Background: an optimization exercise with open tools, aiming at small area, a short achievable clock period and few clock cycles per item. Do not read the settings as production practice. Where RTL was checked, it was by simulation tests only, not by an equivalence proof against the original. For run 7, only the layout was checked, not whether the RTL still works. No activity file was given, so power comes from the tool's default toggle rates.

==> flow/design.v (outline; a module is shown in full before it is edited, if it fits) <==
// module anc_sequencer: 38 lines
// module anc_ref_delay_line: 78 lines
// module anc_booth_enc: 21 lines
// module anc_update_tree: 489 lines
// module anc_filter_tree: 806 lines
// module anc_channel: 93 lines
// module anc_top: 86 lines
module anc_top
(
    input  logic                clk,
    input  logic                rstn,
    input  logic                head_flag,
    input  anc_pkg::frame_in_t  frame,
    output anc_pkg::sample_t    dout,
    output logic                frame_done
);
  // ...
==> flow/run.sh <==
#!/bin/bash
# synth_recipe.tcl (not shown) runs the flow's synth.tcl, then flattens the netlist and writes it again
# the make line also repeats each setting of config.mk as NAME=value (left out here)
make -C /OpenROAD-flow-scripts/flow DESIGN_CONFIG=/design/flow/config.mk WORK_HOME=/design/flow/orfs CLKGATE_MAP_FILE= SYNTH_SCRIPT=/design/flow/synth_recipe.tcl finish
==> flow/config.mk <==
export PLATFORM = sky130hd
export DESIGN_NAME = anc_top
export DESIGN_NICKNAME = anc_top
export VERILOG_FILES = /design/flow/design.v
export SDC_FILE = /design/flow/constraint.sdc
export NUM_CORES = 4
export LEC_CHECK = 0
export CAP_MARGIN = 20
export CORE_MARGIN = 2
export CORE_UTILIZATION = 40
export SLEW_MARGIN = 20
==> flow/constraint.sdc <==
create_clock -name core_clock -period 13.0 [get_ports {clk}]
set_input_delay 2.6000 -clock core_clock [delete_from_list [all_inputs] [get_ports {clk}]]
set_output_delay 2.6000 -clock core_clock [all_outputs]
set_load 0.01 [all_outputs]
==> results.ini, run 1 <==
[route]
detail_route.vias_per_cell = 5.246

[cells_and_area]
multi_input_area_um2 = 30070
seq_cells = 1146
buf_share = 0.01656
multi_input_area_share = 0.4629
syn2layout_area_growth_pct = 10.97
fillCellCount = 13300

[sta]
max_slew_margin = 0.2428
maxSlewViolCount = 0
worst_slack_ps = 8782
setup_viol = 0

[yosys]
yosysWarnings = 8
synth_top_family_by_area = adder cells
synth_area_um2 = 58550
synthXorXnorAreaFrac = 0.1025
muxShareOfSynthArea = 0.02274
synth_commonest_cells = dfxtp_1 (713), inv_1 (527), fa_1 (505), a22oi_1 (504), xnor2_1 (477)

[placed_design]
dp_cells = 6763

[outcome]
run_status = no timing/DRC/antenna violations

[pwr]
p_clk_frac = 0.492

[grt]
busiest_layer = met2

[die]
core_area_um2 = 145600
die-area_um2 = 149400

[clocking]
post_cts_buffers = 0
clk_pin_slew_ps = 70

[hold_path]
holdPathStages = 0

[worst_setup_path]
cp.buffers_inverters = 1

Testbench counts, summed over its fixed seeds: cycles 35,192, frames 3,200.
==> module anc_sequencer, before the edit <==
module anc_sequencer
(
    input  logic       clk,
    input  logic       rstn,
    input  logic       head_flag,
    output logic [10:0] ph,       
    output logic       active,
    output logic       wz,
    output logic       frame_done
);
    logic armed;
    logic capture;
    assign capture = ph[10] && head_flag && armed;
    always_ff @(posedge clk or negedge rstn)
    begin
        if (!rstn)
        begin
            ph         <= 11'd1 << 9;
            armed      <= 1'b0;
            active     <= 1'b0;
            wz         <= 1'b1;
            frame_done <= 1'b0;
        end
        else
        begin
            ph <= {ph[9:0], ph[10]};
            if (!head_flag)
                armed <= 1'b1;
            else if (capture)
                armed <= 1'b0;
            if (ph[10])
                active <= capture;
            if (ph[8])
                wz <= 1'b0;
            frame_done <= active && ph[7];
        end
    end
endmodule
==> module anc_ref_delay_line, before the edit <==
module anc_ref_delay_line
(
    input  logic              clk,
    input  logic              rstn,
    input  anc_pkg::sample_t  noise_ref,
    input  logic [10:0]       ph,
    input  logic              active,
    output logic [6:0]        ubo,
    output logic [6:0]        ubt,
    output logic [6:0]        ubn,
    output logic [6:0]        fbo,
    output logic [6:0]        fbt,
    output logic [6:0]        fbn
);
    anc_pkg::sample_t q [8];
    anc_pkg::sample_t nr_q;
    logic             turn;
    logic             shift;
    logic [6:0]       qbo, qbt, qbn;
    logic [6:0]       nbo, nbt, nbn;
    assign turn  = |ph[8:1];
    assign shift = ph[0] && active;
    anc_booth_enc i_enc_q (
        .x  (q[0]),
        .bo (qbo),
        .bt (qbt),
        .bn (qbn)
    );
    anc_booth_enc i_enc_n (
        .x  (noise_ref),
        .bo (nbo),
        .bt (nbt),
        .bn (nbn)
    );
    always_ff @(posedge clk)
    begin
        if (ph[10])
            nr_q <= noise_ref;
    end
    always_ff @(posedge clk or negedge rstn)
    begin
        if (!rstn)
        begin
            for (int k = 0; k < 8; k++)
                q[k] <= '0;
            ubo <= '0;
            ubt <= '0;
            ubn <= '0;
            fbo <= '0;
            fbt <= '0;
            fbn <= '0;
        end
        else
        begin
            if (turn || shift)
            begin
                for (int k = 0; k < 7; k++)
                    q[k] <= q[k+1];
                q[7] <= shift ? nr_q : q[0];
            end
            ubo <= qbo;
            ubt <= qbt;
            ubn <= qbn;
            if (ph[10])
            begin
                fbo <= nbo;
                fbt <= nbt;
                fbn <= nbn;
            end
            else
            begin
                fbo <= ubo;
                fbt <= ubt;
                fbn <= ubn;
            end
        end
    end
endmodule
==> module anc_channel, before the edit <==
module anc_channel
(
    input  logic              clk,
    input  logic              rstn,
    input  logic [13:0]       pn,        
    input  logic [10:0]       ph,
    input  logic              active,
    input  logic              wz,
    input  logic [6:0]        ubo,       
    input  logic [6:0]        ubt,
    input  logic [6:0]        ubn,
    input  logic [6:0]        fbo,       
    input  logic [6:0]        fbt,
    input  logic [6:0]        fbn,
    output anc_pkg::sample_t  err
);
    logic [29:0] s [9];
    logic [29:0] head;
    logic [29:0] tail;
    logic [43:0] u_a;
    logic [43:0] u_b;
    logic [43:0] ut_a;
    logic [43:0] ut_b;
    logic [43:0] u_sum;
    logic [29:0] acc_a;
    logic [29:0] acc_b;
    logic [29:0] acc_a_in;
    logic [29:0] acc_b_in;
    logic [29:0] ft_a;
    logic [29:0] ft_b;
    logic [29:0] e_sum;
    anc_pkg::sample_t err_next;
    assign head = wz ? 30'd0 : s[0];
    anc_update_tree i_update_tree (
        .e  (err),
        .w  (head),
        .bo (ubo),
        .bt (ubt),
        .bn (ubn),
        .ra (ut_a),
        .rb (ut_b)
    );
    assign u_sum = u_a + u_b;
    always_ff @(posedge clk)
    begin
        for (int k = 0; k < 8; k++)
            s[k] <= s[k+1];
        s[8] <= tail;
        u_a  <= ut_a;
        u_b  <= ut_b;
    end
    always_ff @(posedge clk or negedge rstn)
    begin
        if (!rstn)
            tail <= '0;
        else
            tail <= u_sum[43:14];
    end
    assign acc_a_in = ph[4] ? 30'd0 : acc_a;
    assign acc_b_in = ph[4] ? 30'd0 : acc_b;
    anc_filter_tree i_filter_tree (
        .w     (tail),
        .acc_a (acc_a_in),
        .acc_b (acc_b_in),
        .bo    (fbo),
        .bt    (fbt),
        .bn    (fbn),
        .ra    (ft_a),
        .rb    (ft_b)
    );
    always_ff @(posedge clk or negedge rstn)
    begin
        if (!rstn)
        begin
            acc_a <= '0;
            acc_b <= '0;
        end
        else
        begin
            acc_a <= ft_a;
            acc_b <= ft_b;
        end
    end
    assign e_sum    = acc_a + acc_b + {pn, 16'd0};
    assign err_next = ~e_sum[29:16];
    always_ff @(posedge clk or negedge rstn)
    begin
        if (!rstn)
            err <= '0;
        else if (ph[1])
            err <= active ? err_next : '0;
    end
endmodule
==> module anc_top, before the edit <==
module anc_top
(
    input  logic                clk,
    input  logic                rstn,
    input  logic                head_flag,
    input  anc_pkg::frame_in_t  frame,
    output anc_pkg::sample_t    dout,
    output logic                frame_done
);
    logic [10:0]       ph;
    logic              active;
    logic              wz;
    logic [6:0]        ubo, ubt, ubn;
    logic [6:0]        fbo, fbt, fbn;
    logic [13:0]       pa_n;
    logic [13:0]       pb_n;
    anc_pkg::sample_t  err_a;
    anc_pkg::sample_t  err_b;
    anc_sequencer i_sequencer (
        .clk        (clk),
        .rstn       (rstn),
        .head_flag  (head_flag),
        .ph         (ph),
        .active     (active),
        .wz         (wz),
        .frame_done (frame_done)
    );
    anc_ref_delay_line i_ref_delay_line (
        .clk       (clk),
        .rstn      (rstn),
        .noise_ref (frame.noise_ref),
        .ph        (ph),
        .active    (active),
        .ubo       (ubo),
        .ubt       (ubt),
        .ubn       (ubn),
        .fbo       (fbo),
        .fbt       (fbt),
        .fbn       (fbn)
    );
    always_ff @(posedge clk)
    begin
        if (ph[10])
        begin
            pa_n <= ~frame.primary_a;
            pb_n <= ~frame.primary_b;
        end
    end
    anc_channel i_channel_a (
        .clk    (clk),
        .rstn   (rstn),
        .pn     (pa_n),
        .ph     (ph),
        .active (active),
        .wz     (wz),
        .ubo    (ubo),
        .ubt    (ubt),
        .ubn    (ubn),
        .fbo    (fbo),
        .fbt    (fbt),
        .fbn    (fbn),
        .err    (err_a)
    );
    anc_channel i_channel_b (
        .clk    (clk),
        .rstn   (rstn),
        .pn     (pb_n),
        .ph     (ph),
        .active (active),
        .wz     (wz),
        .ubo    (ubo),
        .ubt    (ubt),
        .ubn    (ubn),
        .fbo    (fbo),
        .fbt    (fbt),
        .fbn    (fbn),
        .err    (err_b)
    );
    always_ff @(posedge clk or negedge rstn)
    begin
        if (!rstn)
            dout <= '0;
        else if (active && ph[7])
            dout <= err_a + err_b;
    end
endmodule
==> run 2: changes to the inputs <==
--- a/flow/design.v
+++ b/flow/design.v
@@ -24,6 +24,7 @@
 (
     input  logic       clk,
     input  logic       rstn,
+    input  logic       srstn,      
     input  logic       head_flag,
     output logic [10:0] ph,       
     output logic       active,
@@ -33,15 +34,14 @@
     logic armed;
     logic capture;
     assign capture = ph[10] && head_flag && armed;
-    always_ff @(posedge clk or negedge rstn)
+    always_ff @(posedge clk)
     begin
-        if (!rstn)
+        if (!srstn)
         begin
-            ph         <= 11'd1 << 9;
-            armed      <= 1'b0;
+            ph         <= 11'd1 << 10;
+            armed      <= 1'b1;    
             active     <= 1'b0;
             wz         <= 1'b1;
-            frame_done <= 1'b0;
         end
         else
         begin
@@ -52,17 +52,23 @@
                 armed <= 1'b0;
             if (ph[10])
                 active <= capture;
-            if (ph[8])
+            if (ph[9])
                 wz <= 1'b0;
-            frame_done <= active && ph[7];
         end
     end
+    always_ff @(posedge clk or negedge rstn)
+    begin
+        if (!rstn)
+            frame_done <= 1'b0;
+        else
+            frame_done <= srstn && active && ph[7];
+    end
 endmodule
 `timescale 1ns/1ps
 module anc_ref_delay_line
 (
     input  logic              clk,
-    input  logic              rstn,
+    input  logic              srstn,
     input  anc_pkg::sample_t  noise_ref,
     input  logic [10:0]       ph,
     input  logic              active,
@@ -98,27 +104,23 @@
         if (ph[10])
             nr_q <= noise_ref;
     end
-    always_ff @(posedge clk or negedge rstn)
+    always_ff @(posedge clk)
     begin
-        if (!rstn)
+        if (!srstn)
         begin
             for (int k = 0; k < 8; k++)
                 q[k] <= '0;
-            ubo <= '0;
-            ubt <= '0;
-            ubn <= '0;
-            fbo <= '0;
-            fbt <= '0;
-            fbn <= '0;
         end
-        else
+        else if (turn || shift)
+        begin
+            for (int k = 0; k < 7; k++)
+                q[k] <= q[k+1];
+            q[7] <= shift ? nr_q : q[0];
+        end
+    end
+    always_ff @(posedge clk)
+    begin
         begin
-            if (turn || shift)
-            begin
-                for (int k = 0; k < 7; k++)
-                    q[k] <= q[k+1];
-                q[7] <= shift ? nr_q : q[0];
-            end
             ubo <= qbo;
             ubt <= qbt;
             ubn <= qbn;
@@ -1458,7 +1460,7 @@
 module anc_channel
 (
     input  logic              clk,
-    input  logic              rstn,
+    input  logic              srstn,
     input  logic [13:0]       pn,        
     input  logic [10:0]       ph,
     input  logic              active,
@@ -1506,9 +1508,9 @@
         u_a  <= ut_a;
         u_b  <= ut_b;
     end
-    always_ff @(posedge clk or negedge rstn)
+    always_ff @(posedge clk)
     begin
-        if (!rstn)
+        if (!srstn)
             tail <= '0;
         else
             tail <= u_sum[43:14];
@@ -1525,9 +1527,9 @@
         .ra    (ft_a),
         .rb    (ft_b)
     );
-    always_ff @(posedge clk or negedge rstn)
+    always_ff @(posedge clk)
     begin
-        if (!rstn)
+        if (!srstn)
         begin
             acc_a <= '0;
             acc_b <= '0;
@@ -1540,9 +1542,9 @@
     end
     assign e_sum    = acc_a + acc_b + {pn, 16'd0};
     assign err_next = ~e_sum[29:16];
-    always_ff @(posedge clk or negedge rstn)
+    always_ff @(posedge clk)
     begin
-        if (!rstn)
+        if (!srstn)
             err <= '0;
         else if (ph[1])
             err <= active ? err_next : '0;
@@ -1558,6 +1560,7 @@
     output anc_pkg::sample_t    dout,
     output logic                frame_done
 );
+    logic              srstn;
     logic [10:0]       ph;
     logic              active;
     logic              wz;
@@ -1567,9 +1570,17 @@
     logic [13:0]       pb_n;
     anc_pkg::sample_t  err_a;
     anc_pkg::sample_t  err_b;
+    always_ff @(posedge clk or negedge rstn)
+    begin
+        if (!rstn)
+            srstn <= 1'b0;
+        else
+            srstn <= 1'b1;
+    end
     anc_sequencer i_sequencer (
         .clk        (clk),
         .rstn       (rstn),
+        .srstn      (srstn),
         .head_flag  (head_flag),
         .ph         (ph),
         .active     (active),
@@ -1578,7 +1589,7 @@
     );
     anc_ref_delay_line i_ref_delay_line (
         .clk       (clk),
-        .rstn      (rstn),
+        .srstn     (srstn),
         .noise_ref (frame.noise_ref),
         .ph        (ph),
         .active    (active),
@@ -1599,7 +1610,7 @@
     end
     anc_channel i_channel_a (
         .clk    (clk),
-        .rstn   (rstn),
+        .srstn  (srstn),
         .pn     (pa_n),
         .ph     (ph),
         .active (active),
@@ -1614,7 +1625,7 @@
     );
     anc_channel i_channel_b (
         .clk    (clk),
-        .rstn   (rstn),
+        .srstn  (srstn),
         .pn     (pb_n),
         .ph     (ph),
         .active (active),
==> flow/flow/run.sh (new file) <==
#!/bin/bash
set -euo pipefail
bash standard.sh SETUP_SLACK_MARGIN=9.5 finish > run_make.log 2>&1
==> flow/standard.sh (new file) <==
#!/bin/bash
# synth_recipe.tcl (not shown) runs the flow's synth.tcl, then flattens the netlist and writes it again
# the make line also repeats each setting of config.mk as NAME=value (left out here)
make -C /OpenROAD-flow-scripts/flow DESIGN_CONFIG=/design/flow/config.mk WORK_HOME=/design/flow/orfs CLKGATE_MAP_FILE= SYNTH_SCRIPT=/design/flow/synth_recipe.tcl "${@:-finish}"
--- a/flow/config.mk
+++ b/flow/config.mk
@@ -7,5 +7,5 @@
 export LEC_CHECK = 0
 export CAP_MARGIN = 20
 export CORE_MARGIN = 2
-export CORE_UTILIZATION = 40
+export CORE_UTILIZATION = 60
 export SLEW_MARGIN = 20
removed: flow/run.sh
==> run 2 against run 1 <==
Effect of this change:
- sequential power rose by 7.9%
- clock power fell by 6.0%
- final area fell by 1.1%
- fmax rose by 9.8%
- synthesized cell count rose by 7.6%
- worst setup slack improved by 380 ps
- clock skew fell by 63 ps
- synthesized area fell by 1.5%
- utilization rose by 23 points
- highest routed layer unchanged
- die area fell by 34%
- largest cell class unchanged
==> results.ini, run 2 <==
[outcome]
run_status = no timing/DRC/antenna violations  ; unchanged

[worst_setup_path]
crit_fanout = 2  ; unchanged
slowest_delay_ps = 410  ; was 550 ps
crit_chain = buf_6  ; was clkdlybuf4s50_1
start_kind = register  ; unchanged
slowest_stage = dfrtp_1  ; was clkdlybuf4s50_1
critPathArrivalTime_ps = 1240  ; was 1620 ps
worstPathRequired_ps = 10400  ; about the same
cp-end-kind = primary output  ; unchanged
crit_family = flip-flops  ; was buffers and inverters
path_class = reg -> out  ; unchanged
cp.buffers_inverters = 1  ; unchanged

[clocking]
clock_sinks = 1147  ; was 1,146
numCtsBuffers = 112  ; was 114
cts_tree = done  ; unchanged
clk_pin_slew_ps = 60  ; was 70 ps
insertion_delay_ps = 700  ; was 780 ps
cts_root_buf = clkbuf_16  ; unchanged
clock_tree.buffer_depth = 3  ; unchanged
hold_buffers = 0  ; unchanged
h-tree-depth = 3  ; unchanged

[die]
start_util = 0.6059  ; was 0.4022
die-area_um2 = 98590  ; was 149,400 µm²
dieHeight_um = 314.0  ; was 386.6 µm
rows = 113  ; was 140
die_w_um = 314.0  ; was 386.6 µm
io_pins = 60  ; unchanged
core_area_um2 = 95150  ; was 145,600 µm²

[pwr]
leakagePower_uw = 0.02652  ; was 0.02887 µW
ir_worst_vdd_mv = 0.1318  ; was 0.1021 mV
power_uw = 9798  ; was 7081 µW
power.density_nw_per_um2 = 152.5  ; was 109.0 nW/µm²

[sta]
finalHoldViolCount = 0  ; unchanged
rsz0062_at_grt = true  ; was false
fin_crit_ps = 3843  ; was 4218 ps
fin_crit_sh = 0.2956  ; was 0.3245
maxSlewViolCount = 0  ; unchanged
clock.fmax_mhz = 260.2  ; was 237.1 MHz
tns_ps = 0  ; unchanged
fin_worst_skew_ps = 26.33  ; was 89.29 ps
max_slew_margin = 0.1894  ; was 0.2428
tightest_slew_ps = 1205  ; was 1136 ps
timing.hold.ws_ps = 311.8  ; was 277.2 ps
setup_viol = 0  ; unchanged

[yosys]
synth_top_cell_area_share = 0.3781  ; was 0.2438
synth.avg_cell_area_um2 = 10.65  ; was 11.63 µm²
async_flop_share = 0.01395  ; was 0.3412
yosys_register_bits = 1147  ; was 1,146
synthMostInstantiatedCell = dfxtp_1  ; unchanged
synth_top_cell_by_area = dfxtp_1  ; unchanged
ys_types = 74  ; was 70
synth_flop_cell = dfxtp_1  ; unchanged
synthCells = 5416  ; was 5,035
synth_edf_count = 42  ; unchanged
yosysSeqAreaShare = 0.4070  ; was 0.4325
synth_fp_nets = 6247  ; was 5,866
synth_area_um2 = 57650  ; was 58,550 µm²
yosysWarnings = 8  ; unchanged
synth_commonest_cells = dfxtp_1 (1,089), inv_1 (526), a22oi_1 (505), fa_1 (505), xnor2_1 (460)  ; was dfxtp_1 (713), inv_1 (527), fa_1 (505), a22oi_1 (504), xnor2_1 (477)
netlist_top_cells_area = dfxtp_1 (38%), fa_1 (18%), xnor2_1 (7.0%), a22oi_1 (6.6%), ha_1 (6.1%)  ; was dfxtp_1 (24%), fa_1 (17%), dfrtp_1 (17%), xnor2_1 (7.1%), a22oi_1 (6.5%)

[grt]
antenna_found_initial = 1  ; was 5
grt_pass1_wl_um = 231500  ; was 234,200 µm
grt_overflow = 0  ; unchanged
grt_max_degree = 99  ; was 107
grt_pass1_vias = 38870  ; was 38,960
track_usage = 0.3076  ; was 0.2031

[hold_path]
worstHoldPathType = reg -> reg  ; unchanged

[route]
drc_errors = 0  ; unchanged
first_iter_violations = 3708  ; was 2,997
vias = 38770  ; was 36,630
detail_route.vias_per_cell = 5.760  ; was 5.246
wire_per_inst_um = 22.89  ; was 21.53 µm
dr.pass1.iters = 6  ; was 5
wl_um = 154100  ; was 150,300 µm
route.antenna.remaining_nets = 0  ; unchanged

[cells_and_area]
final_cells = 6731  ; was 6,982
layout_common_cells = dfxtp_1 (1,013), inv_1 (524), fa_1 (503)  ; was dfxtp_1 (713), inv_1 (526), fa_1 (505)
final_common_cell = dfxtp_1  ; unchanged
drive_gt1_frac = 0.08786  ; was 0.08137
fin_util = 0.6750  ; was 0.4463
reg_top3 = i_channel_a.s: 270 flops, i_channel_b.s: 270 flops, i_ref_delay_line.q: 112 flops  ; unchanged
syn2layout_area_growth_pct = 11.40  ; was 10.97%
fin_nets = 6199  ; was 5,793

[placed_design]
gp_congestion = 0.9079  ; was 0.8660
dp.final_hpwl_um = 96640  ; was 99,920 µm
portBuffers = 59  ; unchanged
dp_cells = 6451  ; was 6,763

[job]
max_cap_violations = 0  ; unchanged

-- run 2: cell count changes in the layout (fill, tap and decap cells not counted), sizes merged, moves of 61 or more --
| cell | delta |
|---|---|
| a21oi | +61 |
| and2 | +131 |
| dfrtp | -373 |
| mux2 | -97 |
| buf | +71 |
| dfxtp | +376 |
| nand2 | +223 |
-- run 2: what timing repair did --
action                                 in CTS  in global routing
cloned                                      2                 11
endpoints found under the hold margin       0                  0
pin swaps                                   3                 13
setup endpoints to repair                 119                 86
gates resized for setup                   166                 83
buffers inserted                           26                 29
-- run 2: routing by layer --
layer | track usage | part of all wire | vias up
met5 | 0 | 0.00010 | -
met4 | 0.1140 | 0.041 | 2
met3 | 0.06318 | 0.091 | 378
met2 | 0.4704 | 0.44 | 1736
met1 | 0.4336 | 0.43 | 19040
li1 | - | - | 17620
-- run 2: through the flow --
step | setup WS (ps) | cell area [µm²]
3_3_place_gp | 8527 | 59070
6_report | 9157 | 64230
3_5_place_dp | 8571 | 59070
5_1_grt | 9120 | 64220
4_1_cts | 9122 | 63440
2_1_floorplan | 9495 | 57670
-- run 2: path summary, 6_finish.rpt --
path | start | to | slack (ps) | cells after the start
hold reg to reg | i_channel_b.s[4][18] | i_channel_b.s[3][18] | 310 | 0
hold / removal | i_channel_b.s[4][18] | i_channel_b.s[3][18] | 310 | 0
min in group asynchronous | rstn | srstn | 2420 | 1
setup / recovery | dout[12] | dout[12] | 9160 | 1
setup reg to reg | i_ref_delay_line.fbo[3] | i_channel_a.acc_b[23] | 9570 | 10
max in group asynchronous | rstn | srstn | 9950 | 1
-- run 2: power by group --
part | switching [µW] | internal (µW) | total (µW)
Clock | 1390 | 1880 | 3270
Sequential | 131 | 3700 | 3830
Combinational | 1510 | 1190 | 2700
-- run 2: cell families (layout without fill, tap and decap cells) --
family,count (synthesis),after routing,share of synthesized area
other,1,4,0.00006504
adder cells (fa/ha/maj),786,786,0.2363
AO/OA/AOI/OAI,981,981,0.1175
multiplexers,13,13,0.002409
XOR/XNOR,665,665,0.1010
buffers and inverters,885,931,0.05762
flip-flops,1147,1147,0.4070
AND/OR/NAND/NOR,938,939,0.07808
-- run 2: final cells by class --
type                            count  area [µm²]
Inverter                          530        1999
Tap cell                         1265        1583
Clock buffer                      158        3304
Clock inverter                     51       474.2
Antenna cell                        3       7.507
Sequential cell                  1147       23600
Fill cell                        7431       30930
Timing Repair Buffer              192        2198
Multi-Input combinational cell   3385       31060
Testbench counts of run 2, summed over its fixed seeds: cycles 35,192, frames 3,200.
==> run 3: changes to the inputs <==
--- a/flow/config.mk
+++ b/flow/config.mk
@@ -7,5 +7,7 @@
 export LEC_CHECK = 0
 export CAP_MARGIN = 20
 export CORE_MARGIN = 2
-export CORE_UTILIZATION = 60
+export CORE_UTILIZATION = 40
+export CTS_CLUSTER_DIAMETER = 100
+export CTS_CLUSTER_SIZE = 30
 export SLEW_MARGIN = 20
==> run 3 against run 2 <==
Effect of this change:
- non-clock buffer count up 6
- final area down 1.8%
- synthesized cell count unchanged
- sequential cell count did not move
- clock power is 39% lower
- highest routed layer unchanged
- sequential share of layout area grew 0.66 points
- clock-buffer cell count shrank 91
- critical endpoint unchanged
- synthesized area unchanged
- clock skew increased by 47 ps
- combinational power decreased by 2%
- still clean
==> results.ini, run 3 <==
[clocking]
insertion_delay_ps = 740  ; was 700 ps
clock_sinks = 1147  ; unchanged
numCtsBuffers = 51  ; was 112
clock_tree.buffer_depth = 3  ; unchanged
cts_root_buf = clkbuf_16  ; unchanged
hold_buffers = 0  ; unchanged
clk_pin_slew_ps = 110  ; was 60 ps
h-tree-depth = 2  ; was 3
cts_tree = done  ; unchanged

[job]
max_cap_violations = 0  ; unchanged

[worst_setup_path]
worstPathRequired_ps = 10400  ; about the same
slowest_stage = dfrtp_1  ; unchanged
rr_endpoint = i_channel_a.acc_b[14]  ; was i_channel_a.acc_b[23]
start_kind = register  ; unchanged
crit_chain = buf_6  ; unchanged
critPathArrivalTime_ps = 1300  ; was 1240 ps
r2r_slack_ps = 9580  ; was 9570 ps
crit_family = flip-flops  ; unchanged
r2r_cells = 12  ; was 10
r2r-start = i_sequencer.ph[4]  ; was i_ref_delay_line.fbo[3]
crit_fanout = 2  ; unchanged
path_class = reg -> out  ; unchanged
slowest_delay_ps = 440  ; was 410 ps
cp-end-kind = primary output  ; unchanged
crit_path_end = dout[12]  ; unchanged
critical_path_depth = 1  ; unchanged
cp.buffers_inverters = 1  ; unchanged
setup.worst_path.start = dout[12]  ; unchanged

[yosys]
synth_top_cell_area_share = 0.3781  ; unchanged
muxShareOfSynthArea = 0.002409  ; unchanged
yosysSeqAreaShare = 0.4070  ; unchanged
netlist_top_cells_area = dfxtp_1 (38%), fa_1 (18%), xnor2_1 (7.0%), a22oi_1 (6.6%), ha_1 (6.1%)  ; unchanged
synth_edf_count = 42  ; unchanged
synthSimpleGateAreaFrac = 0.07808  ; unchanged
synthXorXnorAreaFrac = 0.1010  ; unchanged
synth.avg_cell_area_um2 = 10.65  ; unchanged
synth_fa_ha_area_frac = 0.2363  ; unchanged
synth_top_cell_by_area = dfxtp_1  ; unchanged
synth_area_um2 = 57650  ; unchanged
synth_top_family_by_area = adder cells  ; unchanged
synthCells = 5416  ; unchanged
synth_compound_gate_area_share = 0.1175  ; unchanged
ys_types = 74  ; unchanged
synth_commonest_cells = dfxtp_1 (1,089), inv_1 (526), a22oi_1 (505), fa_1 (505), xnor2_1 (460)  ; unchanged
synth_fp_nets = 6247  ; unchanged
yosys_register_bits = 1147  ; unchanged
synth_flop_cell = dfxtp_1  ; unchanged
yosysWarnings = 8  ; unchanged
async_flop_share = 0.01395  ; unchanged
synthMostInstantiatedCell = dfxtp_1  ; unchanged

[placed_design]
placed_area_um2 = 59840  ; was 59,070 µm²
dp.final_hpwl_um = 98410  ; was 96,640 µm
gp_congestion = 0.8659  ; was 0.9079
portBuffers = 59  ; unchanged

[die]
die-area_um2 = 147200  ; was 98,590 µm²
start_util = 0.4023  ; was 0.6059
rows = 139  ; was 113
core_area_um2 = 143300  ; was 95,150 µm²
io_pins = 60  ; unchanged
die_w_um = 383.7  ; was 314.0 µm
dieHeight_um = 383.7  ; was 314.0 µm

[sta]
rsz0062_at_grt = true  ; unchanged
setup_viol = 0  ; unchanged
fin_crit_ps = 3904  ; was 3843 ps
tightest_slew_ps = 1006  ; was 1205 ps
clock.fmax_mhz = 256.2  ; was 260.2 MHz
maxSlewViolCount = 0  ; unchanged
fin_crit_sh = 0.3003  ; was 0.2956
tns_ps = 0  ; unchanged
finalHoldViolCount = 0  ; unchanged
fin_worst_skew_ps = 73.28  ; was 26.33 ps
max_slew_margin = 0.3296  ; was 0.1894

[cells_and_area]
final_cell_area_um2 = 63060  ; was 64,230 µm²
fillCellCount = 13570  ; was 7,431
final_common_cell = dfxtp_1  ; unchanged
fin_util = 0.4401  ; was 0.6750
reg_top3 = i_channel_a.s: 270 flops, i_channel_b.s: 270 flops, i_ref_delay_line.q: 112 flops  ; unchanged
fin_nets = 6143  ; was 6,199
drive_gt1_frac = 0.06977  ; was 0.08786
syn2layout_area_growth_pct = 9.384  ; was 11.40%
layout_common_cells = dfxtp_1 (1,017), inv_1 (521), a22oi_1 (501)  ; was dfxtp_1 (1,013), inv_1 (524), fa_1 (503)

[pwr]
ir_worst_vdd_mv = 0.1168  ; was 0.1318 mV
power_uw = 8478  ; was 9798 µW
power.density_nw_per_um2 = 134.4  ; was 152.5 nW/µm²
leakagePower_uw = 0.02551  ; was 0.02652 µW

[hold_path]
worstHoldPathType = reg -> reg  ; unchanged

[outcome]
run_status = no timing/DRC/antenna violations  ; unchanged

[grt]
grt_overflow = 0  ; unchanged
grt_max_degree = 99  ; unchanged
grt_pass1_wl_um = 228700  ; was 231,500 µm
antenna_found_initial = 7  ; was 1
grt_pass1_vias = 38240  ; was 38,870
track_usage = 0.2011  ; was 0.3076

[route]
route.antenna.remaining_nets = 0  ; unchanged
detail_route.vias_per_cell = 5.266  ; was 5.760
wire_per_inst_um = 21.08  ; was 22.89 µm
vias = 38190  ; was 38,770
drc_errors = 0  ; unchanged
wl_um = 152800  ; was 154,100 µm
dr.pass1.iters = 6  ; unchanged
first_iter_violations = 3332  ; was 3,708

==> run 3: cells by family after synthesis <==
| logic type | Yosys count |
|---|---|
| AO/OA/AOI/OAI | 981 |
| XOR/XNOR | 665 |
| adder cells (fa/ha/maj) | 786 |
| buffers and inverters | 885 |
| flip-flops | 1147 |
| multiplexers | 13 |
| other | 1 |
| AND/OR/NAND/NOR | 938 |
==> run 3: worst min path at each step <==
stage	from	end	slack [ps]	depth (start not counted)
floorplan	i_channel_a.s[1][0]	i_channel_a.s[0][0]	310	0
global placement	i_channel_a.s[4][15]	i_channel_a.s[3][15]	310	0
detailed placement	i_channel_a.s[1][20]	i_channel_a.s[0][20]	310	0
CTS	i_channel_b.s[8][13]	i_channel_b.s[7][13]	320	0
global route	i_channel_b.s[8][10]	i_channel_b.s[7][10]	310	0
finish	i_channel_b.s[8][12]	i_channel_b.s[7][12]	320	0
==> run 3: timing repair <==
item	4_1_cts	5_1_grt
gates cloned	1	14
endpoints found under the setup margin	112	101
pin swaps	1	13
setup buffers	12	48
gates resized for setup	135	131
==> run 3: routing by layer <==
metal  wire length, µm  GRT usage
met3             12970    0.04056
met5                59          0
met2             68110     0.3174
met4              4999    0.05701
met1             66690     0.2793
==> run 3: cell type report <==
class | count | area [µm²] | share of cell area
diodes | 2 | 5.005 | 0.00007936
repair buffers | 198 | 2361 | 0.03744
multi-input cells | 3384 | 31040 | 0.4923
flip-flops and latches | 1147 | 23590 | 0.3740
clock buffers | 67 | 1346 | 0.02135
well taps | 1903 | 2381 | 0.03776
inverters | 530 | 1998 | 0.03168
clock inverters | 20 | 339.1 | 0.005377
==> run 3: power by group <==
part | switching [µW] | internal (µW)
sequential | 139 | 3700
combinational | 1450 | 1190
clock | 1220 | 790
==> run 3: worst register-to-register path, delay by kind of cell, from the launching register on <==
kind / cells / cell delay, ps
adders and majority gates: 5 / 1980
buffers and inverters: 5 / 600
DFF: 1 / 400
and+or+nand+nor: 2 / 290
==> run 3: stage by stage <==
stage                     worst slack [ps]  cells  hold slack [ps]
after detailed placement              8623   7087            312.1
after global placement                8652   7087            309.6
after global routing                  9041   7250            311.9
after CTS                             9033   7187            316.7
after floorplan                       9495   5416            309.6
final                                 9096   7251            317.6
==> run 4: changes to the inputs <==
==> flow/flow/run.sh (replaced) <==
#!/bin/bash
set -euo pipefail
bash standard.sh SETUP_SLACK_MARGIN=9.2 finish > run_make.log 2>&1
--- a/flow/config.mk
+++ b/flow/config.mk
@@ -5,6 +5,7 @@
 export SDC_FILE = /design/flow/constraint.sdc
 export NUM_CORES = 4
 export LEC_CHECK = 0
+export ABC_AREA = 1
 export CAP_MARGIN = 20
 export CORE_MARGIN = 2
 export CORE_UTILIZATION = 40
==> run 4 against run 3 <==
Effect of this change:
- via count up 25%
- routed wire length up 20%
- largest power group is now combinational logic
- utilization down 0.78 points
- critical path depth unchanged
- global-route usage up 2.3 points
- sequential cell count unchanged
- synthesized cell count up 36%
- non-clock buffer count down 64
- critical path type unchanged
- clock power about the same
- combinational power rose to 3.6 times the previous value
- critical endpoint is now dout[13]
- fmax down 1.4%
==> results.ini, run 4 <==
[cells_and_area]
layout_common_cells = inv_1 (1,295), nand2_1 (1,249), dfxtp_1 (1,069)  ; was dfxtp_1 (1,017), inv_1 (521), a22oi_1 (501)
syn2layout_area_growth_pct = 7.012  ; was 9.384%
drive_gt1_frac = 0.04430  ; was 0.06977
final_common_cell = inv_1  ; was dfxtp_1
fin_util = 0.4322  ; was 0.4401
reg_top3 = i_channel_a.s: 270 flops, i_channel_b.s: 270 flops, i_ref_delay_line.q: 112 flops  ; unchanged
final_cells = 9330  ; was 7,251
fillCellCount = 15530  ; was 13,570
fin_nets = 8078  ; was 6,143

[yosys]
yosysWarnings = 8  ; unchanged
synth_commonest_cells = inv_1 (1,310), nand2_1 (1,249), dfxtp_1 (1,089), nor2_1 (617), xor2_1 (544)  ; was dfxtp_1 (1,089), inv_1 (526), a22oi_1 (505), fa_1 (505), xnor2_1 (460)
synth_top_cell_by_area = dfxtp_1  ; unchanged
async_flop_share = 0.01395  ; unchanged
netlist_top_cells_area = dfxtp_1 (34%), fa_1 (16%), inv_1 (7.8%), xor2_1 (7.5%), nand2_1 (7.4%)  ; was dfxtp_1 (38%), fa_1 (18%), xnor2_1 (7.0%), a22oi_1 (6.6%), ha_1 (6.1%)
synth.avg_cell_area_um2 = 8.580  ; was 10.65 µm²
yosysSeqAreaShare = 0.3710  ; was 0.4070
yosys_register_bits = 1147  ; unchanged
synth_top_cell_area_share = 0.3447  ; was 0.3781
synth_flop_cell = dfxtp_1  ; unchanged
ys_types = 55  ; was 74
synth_fp_nets = 8201  ; was 6,247
synthMostInstantiatedCell = inv_1  ; was dfxtp_1
synth_area_um2 = 63240  ; was 57,650 µm²
synth_edf_count = 42  ; unchanged
synthCells = 7370  ; was 5,416

[grt]
grt_pass1_wl_um = 280100  ; was 228,700 µm
antenna_found_initial = 2  ; was 7
grt_pass1_vias = 47180  ; was 38,240
track_usage = 0.2241  ; was 0.2011
grt_max_degree = 113  ; was 99
grt_overflow = 0  ; unchanged

[worst_setup_path]
start_kind = register  ; unchanged
path_class = reg -> out  ; unchanged
cp-end-kind = primary output  ; unchanged
crit_chain = buf_6  ; unchanged
cp.buffers_inverters = 1  ; unchanged
slowest_delay_ps = 510  ; was 440 ps
critPathArrivalTime_ps = 1360  ; was 1300 ps
worstPathRequired_ps = 10400  ; about the same
slowest_stage = dfrtp_2  ; was dfrtp_1
crit_fanout = 2  ; unchanged
crit_family = flip-flops  ; unchanged

[sta]
max_slew_margin = 0.2666  ; was 0.3296
tns_ps = 0  ; unchanged
clock.fmax_mhz = 252.6  ; was 256.2 MHz
finalHoldViolCount = 0  ; unchanged
worst_slack_ps = 9042  ; was 9096 ps
tightest_slew_ps = 1099  ; was 1006 ps
setup_viol = 0  ; unchanged
fin_crit_ps = 3958  ; was 3904 ps
fin_worst_skew_ps = 57.04  ; was 73.28 ps
timing.hold.ws_ps = 323.3  ; was 317.6 ps
fin_crit_sh = 0.3045  ; was 0.3003
maxSlewViolCount = 0  ; unchanged
rsz0062_at_grt = true  ; unchanged

[job]
max_cap_violations = 0  ; unchanged

[pwr]
sw_frac_of_total = 0.4585  ; was 0.3310
p_seq_frac = 0.312  ; was 0.452
ir_worst_vdd_mv = 0.2657  ; was 0.1168 mV
power.density_nw_per_um2 = 250.3  ; was 134.4 nW/µm²
leakagePower_uw = 0.03349  ; was 0.02551 µW
p_sw_uw = 7767  ; was 2806 µW
internal_power_uw = 9174  ; was 5672 µW
combinationalPowerShare = 0.568  ; was 0.311
p_clk_frac = 0.119  ; was 0.237

[clocking]
hold_buffers = 0  ; unchanged
clock_sinks = 1147  ; unchanged
insertion_delay_ps = 720  ; was 740 ps
clk_pin_slew_ps = 110  ; about the same
clock_tree.buffer_depth = 3  ; unchanged
cts_root_buf = clkbuf_16  ; unchanged
h-tree-depth = 2  ; unchanged
numCtsBuffers = 52  ; was 51
cts_tree = done  ; unchanged

[die]
core_area_um2 = 156600  ; was 143,300 µm²
io_pins = 60  ; unchanged
dieHeight_um = 401.6  ; was 383.7 µm
die-area_um2 = 161300  ; was 147,200 µm²
die_w_um = 401.6  ; was 383.7 µm
rows = 145  ; was 139
start_util = 0.4039  ; was 0.4023

[route]
vias = 47580  ; was 38,190
wire_per_inst_um = 19.66  ; was 21.08 µm
first_iter_violations = 4125  ; was 3,332
drc_errors = 0  ; unchanged
detail_route.vias_per_cell = 5.100  ; was 5.266
wl_um = 183400  ; was 152,800 µm
dr.pass1.iters = 6  ; unchanged
route.antenna.remaining_nets = 0  ; unchanged

[outcome]
run_status = no timing/DRC/antenna violations  ; unchanged

[placed_design]
portBuffers = 59  ; unchanged
gp_congestion = 0.9659  ; was 0.8659
dp_cells = 9223  ; was 7,087
dp.final_hpwl_um = 137800  ; was 98,410 µm
dp_slack_ps = 8735  ; was 8623 ps

[hold_path]
worstHoldPathType = reg -> reg  ; unchanged

[run 4: changes by cell type in the layout (fill, tap and decap cells not counted), sizes merged, moves of 49 or more]
cell | before | now
a22oi | 505 | 0
xnor2 | 460 | 12
nand2 | 397 | 1261
buf | 139 | 90
o21ai | 94 | 219
inv | 541 | 1350
o22ai | 2 | 491
and2 | 133 | 9
xor2 | 205 | 544
nor2 | 138 | 636
nor2b | 130 | 0
nand3 | 35 | 193
[run 4: cell type report]
| type | instances | area (µm²) | area share |
|---|---|---|---|
| multi-input cells | 4552 | 33350 | 0.4928 |
| flip-flops and latches | 1147 | 23520 | 0.3475 |
| inverters | 1360 | 5199 | 0.07682 |
| well taps | 2058 | 2575 | 0.03805 |
| clock buffers | 56 | 1338 | 0.01977 |
| repair buffers | 134 | 1331 | 0.01967 |
| clock inverters | 20 | 355.3 | 0.005251 |
| diodes | 3 | 7.507 | 0.0001109 |
[run 4: worst reg2reg max path, stage by stage (launching register included)]
cell	delay, ps
dfxtp_1	660
inv_1	410
o22ai_1	300
xor2_1	130
fa_1	450
fa_1	440
fa_1	520
xor2_1	180
nand2_1	80
nand2_1	60
nand3b_1	190
nand2_1	90
nand2_1	60
nand2_1	60
nand2_1	50
a21oi_1	100
[run 4: final timing paths]
kind	slack (ps)	from	endpoint	cells after the start
setup / recovery	9040	dout[13]	dout[13]	1
hold / removal	320	i_channel_a.s[7][11]	i_channel_a.s[6][11]	0
setup reg to reg	9180	i_channel_a.tail[18]	i_channel_a.acc_b[29]	15
hold reg to reg	320	i_channel_a.s[7][11]	i_channel_a.s[6][11]	0
max in group asynchronous	10650	rstn	srstn	1
min in group asynchronous	1890	rstn	i_sequencer.frame_done	1
[run 4: stage by stage]
stage	instance area, µm²	total power, µW
3_3_place_gp	65460	14760
3_5_place_dp	65460	14900
4_1_cts	67280	17000
5_1_grt	67660	18760
6_report	67670	16940
2_1_floorplan	63240	12200
[run 4: routing by layer]
metal	track usage	vias to the layer above	share of wire
li1	-	22560	-
met1	0.3114	22920	0.44
met2	0.3504	1786	0.44
met3	0.03537	315	0.073
met4	0.08448	0	0.038
met5	0	-	0
[run 4: repair_timing]
action	in CTS	in global routing
gates resized for setup	111	48
setup endpoints to repair	124	50
gates cloned	0	0
buffers inserted	5	22
[run 4: cells by family after synthesis]
kind of cell,count (synthesis),share of synthesized area
multiplexers,6,0.001068
AND/OR/NAND/NOR,2185,0.1398
buffers and inverters,1671,0.1017
flip-flops,1147,0.3710
adder cells (fa/ha/maj),786,0.2155
AO/OA/AOI/OAI,1018,0.09371
other,1,0.00005930
XOR/XNOR,556,0.07713
[run 4: power groups by stage]
| stage | logic, µW | clock network (µW) | registers, µW |
|---|---|---|---|
| after CTS | 9620 | 2090 | 5300 |
| after global routing | 11200 | 2200 | 5380 |
| final | 9630 | 2020 | 5290 |
| after global placement | 9400 | 0 | 5360 |
| after floorplan | 7180 | 0 | 5020 |
| after detailed placement | 9530 | 0 | 5370 |
==> run 5: changes to the inputs <==
==> flow/run.sh (new file) <==
#!/bin/bash
# synth_recipe.tcl (not shown) runs the flow's synth.tcl, then flattens the netlist and writes it again
# the make line also repeats each setting of config.mk as NAME=value (left out here)
make -C /OpenROAD-flow-scripts/flow DESIGN_CONFIG=/design/flow/config.mk WORK_HOME=/design/flow/orfs CLKGATE_MAP_FILE= SYNTH_SCRIPT=/design/flow/synth_recipe.tcl finish
==> flow/config.mk (replaced) <==
export PLATFORM = sky130hd
export DESIGN_NAME = anc_top
export DESIGN_NICKNAME = anc_top
export VERILOG_FILES = /design/flow/design.v
export SDC_FILE = /design/flow/constraint.sdc
export NUM_CORES = 4
export LEC_CHECK = 0
export CAP_MARGIN = 20
export CORE_MARGIN = 2
export CORE_UTILIZATION = 40
export SLEW_MARGIN = 20
removed: flow/flow/run.sh
removed: flow/standard.sh
==> run 5 against run 4 <==
Effect of this change:
- still clean
- total power is 41% lower
- largest power group is now registers
- non-clock buffer count is 15 lower
- synthesized cell count is 27% lower
- sequential cell count stayed put
- sequential share of layout area is 2.0 points higher
- global-route usage is 2.1 points lower
- highest routed layer is now met5
- register-to-register slack worse by 640 ps
- critical path depth is 12 higher
- final cell count is 22% lower
- critical path type is now reg -> reg
- utilization is 1.4 points higher
- clock-buffer cell count is 108 higher
==> results.ini, run 5 <==
[cells_and_area]
fin_nets = 6127  ; was 8,078
reg_top3 = i_channel_a.s: 270 flops, i_channel_b.s: 270 flops, i_ref_delay_line.q: 112 flops  ; unchanged
drive_gt1_frac = 0.05965  ; was 0.04430
layout_common_cells = dfxtp_1 (1,065), inv_1 (524), a22oi_1 (505), fa_1 (505), xnor2_1 (460)  ; was inv_1 (1,295), nand2_1 (1,249), dfxtp_1 (1,069)
syn2layout_area_growth_pct = 10.90  ; was 7.012%
final_common_cell = dfxtp_1  ; was inv_1
fillCellCount = 13460  ; was 15,530

[clocking]
clock_tree.buffer_depth = 3  ; unchanged
clk_pin_slew_ps = 70  ; was 110 ps
hold_buffers = 0  ; unchanged
cts_root_buf = clkbuf_16  ; unchanged
clock_sinks = 1147  ; unchanged
cts_resized = 0  ; was 111
post_cts_buffers = 0  ; was 5
insertion_delay_ps = 780  ; was 720 ps
cts_tree = done  ; unchanged
h-tree-depth = 3  ; was 2
numCtsBuffers = 114  ; was 52

[route]
first_iter_violations = 3359  ; was 4,125
detail_route.vias_per_cell = 5.153  ; was 5.100
route.antenna.remaining_nets = 0  ; unchanged
drc_errors = 0  ; unchanged
vias = 37640  ; was 47,580
wl_um = 147400  ; was 183,400 µm
wire_per_inst_um = 20.19  ; was 19.66 µm
dr.pass1.iters = 6  ; unchanged

[die]
dieHeight_um = 383.7  ; was 401.6 µm
io_pins = 60  ; unchanged
start_util = 0.4023  ; was 0.4039
rows = 139  ; was 145
die-area_um2 = 147200  ; was 161,300 µm²
die_w_um = 383.7  ; was 401.6 µm
core_area_um2 = 143300  ; was 156,600 µm²

[placed_design]
dp.final_hpwl_um = 98340  ; was 137,800 µm
portBuffers = 59  ; unchanged
gp_congestion = 0.8792  ; was 0.9659

[grt]
met2_usage = 0.3169  ; was 0.3504
track_usage = 0.2027  ; was 0.2241
grt_pass1_vias = 38840  ; was 47,180
grt.met1_usage = 0.2795  ; was 0.3114
busiest_layer = met2  ; unchanged
grt_overflow = 0  ; unchanged
met3_usage = 0.04531  ; was 0.03537
grt_max_degree = 106  ; was 113
antenna_found_initial = 7  ; was 2
grt_pass1_wl_um = 230100  ; was 280,100 µm

[yosys]
synthCells = 5416  ; was 7,370
yosysSeqAreaShare = 0.4070  ; was 0.3710
synth.avg_cell_area_um2 = 10.65  ; was 8.580 µm²
synth_commonest_cells = dfxtp_1 (1,089), inv_1 (526), a22oi_1 (505), fa_1 (505), xnor2_1 (460)  ; was inv_1 (1,310), nand2_1 (1,249), dfxtp_1 (1,089), nor2_1 (617), xor2_1 (544)
synth_area_um2 = 57650  ; was 63,240 µm²
yosys_register_bits = 1147  ; unchanged
synth_top_cell_by_area = dfxtp_1  ; unchanged
synth_flop_cell = dfxtp_1  ; unchanged
async_flop_share = 0.01395  ; unchanged
synth_fp_nets = 6247  ; was 8,201
ys_types = 74  ; was 55
yosysWarnings = 8  ; unchanged
synth_top_cell_area_share = 0.3781  ; was 0.3447
synthMostInstantiatedCell = dfxtp_1  ; was inv_1
netlist_top_cells_area = dfxtp_1 (38%), fa_1 (18%), xnor2_1 (7.0%), a22oi_1 (6.6%), ha_1 (6.1%)  ; was dfxtp_1 (34%), fa_1 (16%), inv_1 (7.8%), xor2_1 (7.5%), nand2_1 (7.4%)
synth_edf_count = 42  ; unchanged

[worst_setup_path]
crit_chain = buf_4 > nor2b_1 > ha_1 > inv_1 > fa_1 > fa_1 > fa_1 > xnor2_1 > xnor2_1 > xnor2_1 > xnor2_1 > xnor2_1 > nor2_1  ; was buf_6
worstPathRequired_ps = 13630  ; was 10,400 ps
slowest_stage = dfxtp_4  ; was dfrtp_2
path_class = reg -> reg  ; was reg -> out
start_kind = register  ; unchanged
critPathArrivalTime_ps = 5090  ; was 1360 ps
cp_common_cell = xnor2_1
slowest_delay_ps = 810  ; was 510 ps
cp-end-kind = register  ; was primary output
crit_fanout = 62  ; was 2

[job]
max_cap_violations = 0  ; unchanged

[sta]
max_slew_margin = 0.2718  ; was 0.2666
timing.hold.ws_ps = 310.0  ; was 323.3 ps
clock.fmax_mhz = 224.0  ; was 252.6 MHz
fin_crit_sh = 0.3434  ; was 0.3045
rsz0062_at_grt = false  ; was true
tightest_slew_ps = 1091  ; was 1099 ps
setup_viol = 0  ; unchanged
tns_ps = 0  ; unchanged
maxSlewViolCount = 0  ; unchanged
finalHoldViolCount = 0  ; unchanged
fin_worst_skew_ps = 53.96  ; was 57.04 ps
fin_crit_ps = 4464  ; was 3958 ps

[pwr]
power.density_nw_per_um2 = 155.1  ; was 250.3 nW/µm²
leakagePower_uw = 0.02598  ; was 0.03349 µW
ir_worst_vdd_mv = 0.1243  ; was 0.2657 mV

[hold_path]
worstHoldPathType = reg -> reg  ; unchanged

[outcome]
run_status = no timing/DRC/antenna violations  ; unchanged

## run 5: cell types whose count changed in the layout (fill, tap and decap cells not counted), sizes merged, moves of 448 or more
cell | previous run | this run
inv | 1350 | 545
xnor2 | 12 | 460
nor2 | 636 | 138
a22oi | 0 | 505
o22ai | 491 | 2
nand2 | 1261 | 397
## run 5: worst max-delay path: cells and delay by family, from the launching register on
family	cells	cell delay [ps]
DFF	1	810
and+or+nand+nor	2	200
buffers and inverters	2	730
adders and majority gates	4	1670
xor gates and xnor gates	5	790
## run 5: cell type report
cell class	instances	area (µm²)	share of cell area
Clock inverter	54	743.2	0.01162
Clock buffer	164	3377	0.05282
Sequential cell	1147	23510	0.3677
Timing Repair Buffer	119	1041	0.01628
Inverter	530	1994	0.03119
Antenna cell	3	7.507	0.0001174
Multi-Input combinational cell	3384	30880	0.4830
Tap cell	1903	2381	0.03724
## run 5: path summary, 6_finish.rpt
check	from	end	slack [ps]	cells after the start
min in group asynchronous	rstn	dout[6]	2350	1
hold / removal	i_channel_b.s[2][2]	i_channel_b.s[1][2]	310	0
setup / recovery	i_sequencer.ph[4]	i_channel_a.acc_b[29]	8540	13
hold reg to reg	i_channel_b.s[2][2]	i_channel_b.s[1][2]	310	0
setup reg to reg	i_sequencer.ph[4]	i_channel_a.acc_b[29]	8540	13
max in group asynchronous	rstn	srstn	9930	1
## run 5: logic make-up (layout without fill, tap and decap cells)
family / after synthesis / count (layout) / synth area share
muxes: 13 / 13 / 0.002409
other: 1 / 4 / 0.00006504
buffers and inverters: 885 / 867 / 0.05762
AOI/OAI and AO/OA: 981 / 981 / 0.1175
xor gates and xnor gates: 665 / 665 / 0.1010
DFF: 1147 / 1147 / 0.4070
and+or+nand+nor: 938 / 938 / 0.07808
adders and majority gates: 786 / 786 / 0.2363
## run 5: layer usage
metal	wire, µm	up-vias
met2	65950	1256
li1	-	17460
met4	3672	6
met3	11680	229
met1	66100	18690
met5	36	-
## run 5: where the power goes
| part | switching, µW | leakage (µW) | internal (µW) |
|---|---|---|---|
| registers | 139 | 0.00945 | 3700 |
| clock network | 1480 | 0.00201 | 2030 |
| logic | 1430 | 0.0145 | 1140 |
## run 5: stage by stage
step                      area, µm²  setup WS [ps]  total power, µW  cells  utilization
final                         63940           8536             9919   7304       0.4461
after floorplan               57650           9197             5772   5416            -
after global placement        59810           8661             6398   7083       0.4173
after global routing          63930           8271            10600   7301       0.4461
after detailed placement      59810           8626             6477   7083       0.4173
after CTS                     63930           8531            10030   7301       0.4461
==> run 6: changes to the inputs <==
==> flow/flow/run.sh (new file) <==
#!/bin/bash
set -euo pipefail
bash standard.sh SETUP_SLACK_MARGIN=9.4 finish > run_make.log 2>&1
==> flow/standard.sh (new file) <==
#!/bin/bash
# synth_recipe.tcl (not shown) runs the flow's synth.tcl, then flattens the netlist and writes it again
# the make line also repeats each setting of config.mk as NAME=value (left out here)
make -C /OpenROAD-flow-scripts/flow DESIGN_CONFIG=/design/flow/config.mk WORK_HOME=/design/flow/orfs CLKGATE_MAP_FILE= SYNTH_SCRIPT=/design/flow/synth_recipe.tcl "${@:-finish}"
removed: flow/run.sh
==> run 6 against run 5 <==
Effect of this change:
- largest cell class unchanged
- fmax rose by 13%
- still clean on timing, DRC and antenna
- final area rose by 0.34%
- combinational power barely moved
- total power fell by 1.8%
- register-to-register slack improved by 820 ps
- worst setup slack improved by 530 ps
- synthesized area did not move
==> results.ini, run 6 <==
[yosys]
synthMostInstantiatedCell = dfxtp_1  ; unchanged
synth_top_cell_area_share = 0.3781  ; unchanged
netlist_top_cells_area = dfxtp_1 (38%), fa_1 (18%), xnor2_1 (7.0%), a22oi_1 (6.6%), ha_1 (6.1%)  ; unchanged
synth_commonest_cells = dfxtp_1 (1,089), inv_1 (526), a22oi_1 (505), fa_1 (505), xnor2_1 (460)  ; unchanged
synth_top_cell_by_area = dfxtp_1  ; unchanged
synthCells = 5416  ; unchanged
synth_fp_nets = 6247  ; unchanged
synth_edf_count = 42  ; unchanged
async_flop_share = 0.01395  ; unchanged
synth_flop_cell = dfxtp_1  ; unchanged
yosys_register_bits = 1147  ; unchanged
yosysSeqAreaShare = 0.4070  ; unchanged
synth.avg_cell_area_um2 = 10.65  ; unchanged
ys_types = 74  ; unchanged
yosysWarnings = 8  ; unchanged
synth_area_um2 = 57650  ; unchanged

[clocking]
cts_tree = done  ; unchanged
hold_buffers = 0  ; unchanged
clk_pin_slew_ps = 60  ; was 70 ps
clock_sinks = 1147  ; unchanged
numCtsBuffers = 114  ; unchanged
insertion_delay_ps = 760  ; was 780 ps
clock_tree.buffer_depth = 3  ; unchanged
h-tree-depth = 3  ; unchanged
cts_root_buf = clkbuf_16  ; unchanged

[sta]
clock.fmax_mhz = 254.1  ; was 224.0 MHz
tightest_slew_ps = 1056  ; was 1091 ps
maxSlewViolCount = 0  ; unchanged
fin_crit_ps = 3935  ; was 4464 ps
fin_worst_skew_ps = 37.40  ; was 53.96 ps
finalHoldViolCount = 0  ; unchanged
fin_crit_sh = 0.3027  ; was 0.3434
setup_viol = 0  ; unchanged
timing.hold.ws_ps = 307.3  ; was 310.0 ps
rsz0062_at_grt = true  ; was false
tns_ps = 0  ; unchanged
max_slew_margin = 0.2883  ; was 0.2718

[outcome]
run_status = no timing/DRC/antenna violations  ; unchanged

[route]
route.antenna.remaining_nets = 0  ; unchanged
wl_um = 148500  ; was 147,400 µm
vias = 38010  ; was 37,640
detail_route.vias_per_cell = 5.193  ; was 5.153
dr.pass1.iters = 6  ; unchanged
drc_errors = 0  ; unchanged
wire_per_inst_um = 20.29  ; was 20.19 µm
first_iter_violations = 2924  ; was 3,359

[grt]
track_usage = 0.2026  ; was 0.2027
grt_pass1_vias = 39020  ; was 38,840
grt_pass1_wl_um = 231400  ; was 230,100 µm
grt_max_degree = 105  ; was 106
antenna_found_initial = 6  ; was 7
grt_overflow = 0  ; unchanged

[job]
max_cap_violations = 0  ; unchanged

[pwr]
ir_worst_vdd_mv = 0.1306  ; was 0.1243 mV
power.density_nw_per_um2 = 151.8  ; was 155.1 nW/µm²
leakagePower_uw = 0.02608  ; was 0.02598 µW

[placed_design]
portBuffers = 59  ; unchanged
gp_congestion = 0.8702  ; was 0.8792
dp.final_hpwl_um = 98450  ; was 98,340 µm
placed_area_um2 = 59820  ; was 59,810 µm²

[worst_setup_path]
critPathArrivalTime_ps = 1330  ; was 5090 ps
cp.buffers_inverters = 1  ; was 2
crit_chain = buf_6  ; was buf_4 > nor2b_1 > ha_1 > inv_1 > fa_1 > fa_1 > fa_1 > xnor2_1 > xnor2_1 > xnor2_1 > xnor2_1 > xnor2_1 > nor2_1
path_class = reg -> out  ; was reg -> reg
r2r_slack_ps = 9360  ; was 8540 ps
slowest_stage = dfrtp_2  ; was dfxtp_4
crit_fanout = 2  ; was 62
start_kind = register  ; unchanged
cp-end-kind = primary output  ; was register
crit_family = flip-flops  ; was adder cells
worstPathRequired_ps = 10400  ; was 13,630 ps
slowest_delay_ps = 460  ; was 810 ps

[die]
start_util = 0.4023  ; unchanged
die_w_um = 383.7  ; unchanged
die-area_um2 = 147200  ; unchanged
io_pins = 60  ; unchanged
core_area_um2 = 143300  ; unchanged
rows = 139  ; unchanged
dieHeight_um = 383.7  ; unchanged

[cells_and_area]
drive_gt1_frac = 0.07223  ; was 0.05965
fin_nets = 6148  ; was 6,127
reg_top3 = i_channel_a.s: 270 flops, i_channel_b.s: 270 flops, i_ref_delay_line.q: 112 flops  ; unchanged
layout_common_cells = dfxtp_1 (1,035), inv_1 (524), a22oi_1 (505), fa_1 (505), xnor2_1 (458)  ; was dfxtp_1 (1,065), inv_1 (524), a22oi_1 (505), fa_1 (505), xnor2_1 (460)
final_cell_area_um2 = 64150  ; was 63,940 µm²
fillCellCount = 13430  ; was 13,460
syn2layout_area_growth_pct = 11.27  ; was 10.90%
final_common_cell = dfxtp_1  ; unchanged

[hold_path]
worstHoldPathType = reg -> reg  ; unchanged

==> run 6: logic make-up after synthesis <==
logic type / Yosys count / synth area share
DFF: 1147 / 0.4070
AOI/OAI and AO/OA: 981 / 0.1175
and+or+nand+nor: 938 / 0.07808
buffers and inverters: 885 / 0.05762
adders and majority gates: 786 / 0.2363
xor gates and xnor gates: 665 / 0.1010
muxes: 13 / 0.002409
other: 1 / 0.00006504
==> run 6: where the power goes <==
part	internal (µW)	switching, µW
combinational	1160	1430
clock	1840	1470
sequential	3700	138
total	6700	3040
==> run 6: layout make-up <==
class                      count  area [µm²]  share of cell area
clock buffer                 155        3221             0.05020
multi-input combinational   3384       30950              0.4825
clock inverter                57       631.9            0.009849
inverter                     530        1997             0.03113
sequential                  1147       23550              0.3671
tap                         1903        2381             0.03712
timing repair buffer         140        1411             0.02200
antenna                        3       7.507           0.0001170
==> run 6: per-stage QoR <==
stage / instances / setup WS [ps] / total power (µW) / util
2_1_floorplan: 5416 / 9338 / 5772 / -
3_3_place_gp: 7085 / 8650 / 6393 / 0.4175
3_5_place_dp: 7085 / 8603 / 6470 / 0.4175
4_1_cts: 7308 / 9015 / 9825 / 0.4455
5_1_grt: 7316 / 9040 / 10410 / 0.4476
6_report: 7319 / 9065 / 9741 / 0.4477
==> run 6: per-layer routing <==
layer,vias up,track usage,part of all wire
met5,-,0,0.00020
met4,6,0.06543,0.026
met3,247,0.04174,0.077
met2,1297,0.3193,0.45
met1,18980,0.2783,0.45
li1,17490,-,-
==> run 6: path summary, 6_finish.rpt <==
kind | start | to | depth (start not counted)
worst min-delay path | i_channel_b.s[8][0] | i_channel_b.s[7][0] | 0
worst min register to register | i_channel_b.s[8][0] | i_channel_b.s[7][0] | 0
max in group asynchronous | rstn | srstn | 1
worst max-delay path | dout[12] | dout[12] | 1
min in group asynchronous | rstn | dout[1] | 1
worst max register to register | i_ref_delay_line.fbn[3] | i_channel_a.acc_b[29] | 11
==> run 6: timing repair <==
item                                    in CTS  in global routing
endpoints found under the setup margin      98                 87
resized for setup                           95                 70
pin swaps                                    1                  1
cloned                                       0                  0
setup buffers                               11                  8
==> run 7: changes to the inputs <==
--- a/flow/design.v
+++ b/flow/design.v
@@ -80,7 +80,6 @@
     output logic [6:0]        fbn
 );
     anc_pkg::sample_t q [8];
-    anc_pkg::sample_t nr_q;
     logic             turn;
     logic             shift;
     logic [6:0]       qbo, qbt, qbn;
@@ -101,11 +100,6 @@
     );
     always_ff @(posedge clk)
     begin
-        if (ph[10])
-            nr_q <= noise_ref;
-    end
-    always_ff @(posedge clk)
-    begin
         if (!srstn)
         begin
             for (int k = 0; k < 8; k++)
@@ -115,7 +109,7 @@
         begin
             for (int k = 0; k < 7; k++)
                 q[k] <= q[k+1];
-            q[7] <= shift ? nr_q : q[0];
+            q[7] <= shift ? noise_ref : q[0];
         end
     end
     always_ff @(posedge clk)
@@ -1602,11 +1596,8 @@
     );
     always_ff @(posedge clk)
     begin
-        if (ph[10])
-        begin
-            pa_n <= ~frame.primary_a;
-            pb_n <= ~frame.primary_b;
-        end
+        pa_n <= ~frame.primary_a;
+        pb_n <= ~frame.primary_b;
     end
     anc_channel i_channel_a (
         .clk    (clk),
==> flow/flow/run.sh (replaced) <==
#!/bin/bash
set -euo pipefail
bash standard.sh SETUP_SLACK_MARGIN=9.25 finish > run_make.log 2>&1
--- a/flow/config.mk
+++ b/flow/config.mk
@@ -8,4 +8,6 @@
 export CAP_MARGIN = 20
 export CORE_MARGIN = 2
 export CORE_UTILIZATION = 40
+export CTS_CLUSTER_DIAMETER = 80
+export CTS_CLUSTER_SIZE = 24
 export SLEW_MARGIN = 20
==> run 7 against run 6 <==
Effect of this change:
- synthesized area fell by 1.4%
- clock-buffer cell count fell by 80
- first-iteration DRC count rose by 1.6%
- total power fell by 9.6%
- sequential share of layout area rose by 0.38 points
==> results.ini, run 7 <==
[outcome]
run_status = no timing/DRC/antenna violations  ; unchanged

[worst_setup_path]
critical_path_depth = 1  ; unchanged
slowest_delay_ps = 430  ; was 460 ps
cp-end-kind = primary output  ; unchanged
r2r_cells = 12  ; was 11
critPathArrivalTime_ps = 1260  ; was 1330 ps
cp.buffers_inverters = 1  ; unchanged
path_class = reg -> out  ; unchanged
r2r-start = i_channel_a.acc_b[2]  ; was i_ref_delay_line.fbn[3]
crit_fanout = 2  ; unchanged
worstPathRequired_ps = 10400  ; about the same
crit_chain = buf_6  ; unchanged
setup.worst_path.start = dout[6]  ; was dout[12]
crit_family = flip-flops  ; unchanged
slowest_stage = dfrtp_1  ; was dfrtp_2
start_kind = register  ; unchanged

[clocking]
hold_buffers = 0  ; unchanged
cts_tree = done  ; unchanged
clock_tree.buffer_depth = 3  ; unchanged
clock_sinks = 1133  ; was 1,147
numCtsBuffers = 68  ; was 114
cts_root_buf = clkbuf_16  ; unchanged
h-tree-depth = 3  ; unchanged
insertion_delay_ps = 710  ; was 760 ps
clk_pin_slew_ps = 90  ; was 60 ps

[cells_and_area]
final_common_cell = dfxtp_1  ; unchanged
layout_common_cells = dfxtp_1 (1,077), inv_1 (521), a22oi_1 (505), fa_1 (505), xnor2_1 (463)  ; was dfxtp_1 (1,035), inv_1 (524), a22oi_1 (505), fa_1 (505), xnor2_1 (458)
reg_top3 = i_channel_a.s: 270 flops, i_channel_b.s: 270 flops, i_ref_delay_line.q: 112 flops  ; unchanged
drive_gt1_frac = 0.05186  ; was 0.07223
fin_util = 0.4357  ; was 0.4477
final_cells = 7156  ; was 7,319
final_cell_area_um2 = 61540  ; was 64,150 µm²
syn2layout_area_growth_pct = 8.263  ; was 11.27%
fin_nets = 6062  ; was 6,148
fillCellCount = 13500  ; was 13,430

[yosys]
synth_flop_cell = dfxtp_1  ; unchanged
synth_top_cell_area_share = 0.3934  ; was 0.3781
netlist_top_cells_area = dfxtp_1 (39%), fa_1 (18%), xnor2_1 (7.1%), a22oi_1 (6.7%), ha_1 (6.2%)  ; was dfxtp_1 (38%), fa_1 (18%), xnor2_1 (7.0%), a22oi_1 (6.6%), ha_1 (6.1%)
synth.avg_cell_area_um2 = 10.56  ; was 10.65 µm²
yosys_register_bits = 1133  ; was 1,147
synth_commonest_cells = dfxtp_1 (1,117), inv_1 (522), a22oi_1 (505), fa_1 (505), xnor2_1 (463)  ; was dfxtp_1 (1,089), inv_1 (526), a22oi_1 (505), fa_1 (505), xnor2_1 (460)
ys_types = 69  ; was 74
synth_edf_count = 0  ; was 42
async_flop_share = 0.01412  ; was 0.01395
synthCells = 5383  ; was 5,416
yosysWarnings = 8  ; unchanged
synthMostInstantiatedCell = dfxtp_1  ; unchanged
synth_top_cell_by_area = dfxtp_1  ; unchanged
yosysSeqAreaShare = 0.4004  ; was 0.4070
synth_fp_nets = 6214  ; was 6,247
synth_area_um2 = 56850  ; was 57,650 µm²

[route]
drc_errors = 0  ; unchanged
wl_um = 144300  ; was 148,500 µm
first_iter_violations = 2971  ; was 2,924
wire_per_inst_um = 20.17  ; was 20.29 µm
vias = 36960  ; was 38,010
detail_route.vias_per_cell = 5.164  ; was 5.193
dr.pass1.iters = 6  ; unchanged
route.antenna.remaining_nets = 0  ; unchanged

[sta]
fin_crit_ps = 3856  ; was 3935 ps
finalHoldViolCount = 0  ; unchanged
tns_ps = 0  ; unchanged
tightest_slew_ps = 1020  ; was 1056 ps
maxSlewViolCount = 0  ; unchanged
setup_viol = 0  ; unchanged
clock.fmax_mhz = 259.3  ; was 254.1 MHz
fin_worst_skew_ps = 34.99  ; was 37.40 ps
timing.hold.ws_ps = 318.8  ; was 307.3 ps
fin_crit_sh = 0.2966  ; was 0.3027
rsz0062_at_grt = true  ; unchanged
max_slew_margin = 0.3200  ; was 0.2883

[pwr]
leakagePower_uw = 0.02520  ; was 0.02608 µW
ir_worst_vdd_mv = 0.1131  ; was 0.1306 mV
power.density_nw_per_um2 = 143.1  ; was 151.8 nW/µm²

[placed_design]
dp.final_hpwl_um = 96840  ; was 98,450 µm
gp_congestion = 0.8625  ; was 0.8702
portBuffers = 59  ; unchanged
placed_area_um2 = 58980  ; was 59,820 µm²
dp_cells = 7034  ; was 7,085

[grt]
grt_overflow = 0  ; unchanged
track_usage = 0.1990  ; was 0.2026
grt_pass1_vias = 38650  ; was 39,020
grt_max_degree = 99  ; was 105
grt_pass1_wl_um = 225700  ; was 231,400 µm
antenna_found_initial = 8  ; was 6

[die]
rows = 138  ; was 139
dieHeight_um = 381.0  ; was 383.7 µm
die_w_um = 381.0  ; was 383.7 µm
io_pins = 60  ; unchanged
start_util = 0.4025  ; was 0.4023
core_area_um2 = 141200  ; was 143,300 µm²
die-area_um2 = 145100  ; was 147,200 µm²

[hold_path]
worstHoldPathType = reg -> reg  ; unchanged
hold_path_startpoint = i_channel_a.s[8][10]  ; was i_channel_b.s[8][0]
holdPathStages = 0  ; unchanged

[job]
max_cap_violations = 0  ; unchanged

run 7: logic make-up (layout without fill, tap and decap cells):
logic type	after synthesis	after routing	share of synthesized area
simple gates	907	907	0.07653
compound gates	981	981	0.1183
flops	1133	1133	0.4004
buf+inv	887	768	0.05857
mux	13	13	0.002443
xor+xnor	675	675	0.1040
fa+ha+maj	786	786	0.2397
other cells	1	3	0.00006597
run 7: cell type report:
cell class | instances | area, µm² | area share
sequential | 1133 | 22830 | 0.3709
clock inverter | 28 | 411.6 | 0.006689
multi-input combinational | 3363 | 30860 | 0.5015
inverter | 527 | 1984 | 0.03224
antenna | 2 | 5.005 | 0.00008132
clock buffer | 75 | 1802 | 0.02928
timing repair buffer | 138 | 1284 | 0.02086
tap | 1890 | 2365 | 0.03842
run 7: report_power, final:
part / leakage (µW) / internal [µW] / switching, µW
sequential: 0.00928 / 3630 / 119
combinational: 0.0148 / 1150 / 1560
clock: 0.00107 / 1070 / 1280
run 7: through the flow:
stage          power, µW  worst slack [ps]
6_report            8809              9144
5_1_grt             9441              9086
4_1_cts             8920              9084
3_5_place_dp        6535              8817
3_3_place_gp        6475              8849
2_1_floorplan       5686              9331
run 7: worst paths after layout:
check,endpoint,slack (ps)
max in group asynchronous,srstn,9950
setup / recovery,dout[6],9140
hold / removal,i_channel_a.s[7][10],320
setup reg to reg,i_channel_a.err[13],9360
min in group asynchronous,dout[9],2410
hold reg to reg,i_channel_a.s[7][10],320
run 7: metal layers:
layer	part of all wire	global-route usage	routed length, µm	up-vias
li1	-	-	-	17130
met1	0.45	0.2739	64570	18340
met2	0.45	0.3142	65170	1233
met3	0.074	0.03535	10700	254
met4	0.027	0.06954	3884	2
met5	0.000090	0	13	-
run 7: what timing repair did:
| item | in CTS | in global routing |
|---|---|---|
| pin swaps | 0 | 10 |
| cloned | 0 | 1 |
| resized for setup | 80 | 44 |
| setup endpoints to repair | 88 | 57 |
| buffers inserted | 8 | 8 |

Re-timed with assumed drivers on the ports (clkbuf_16 on the clock, buf_2 on other inputs), run 7 has 9.059 ns of setup slack against 9.144 ns with ideal ports, and 8.998 ns once port delays also move by the mid clock arrival of 0.774 ns.
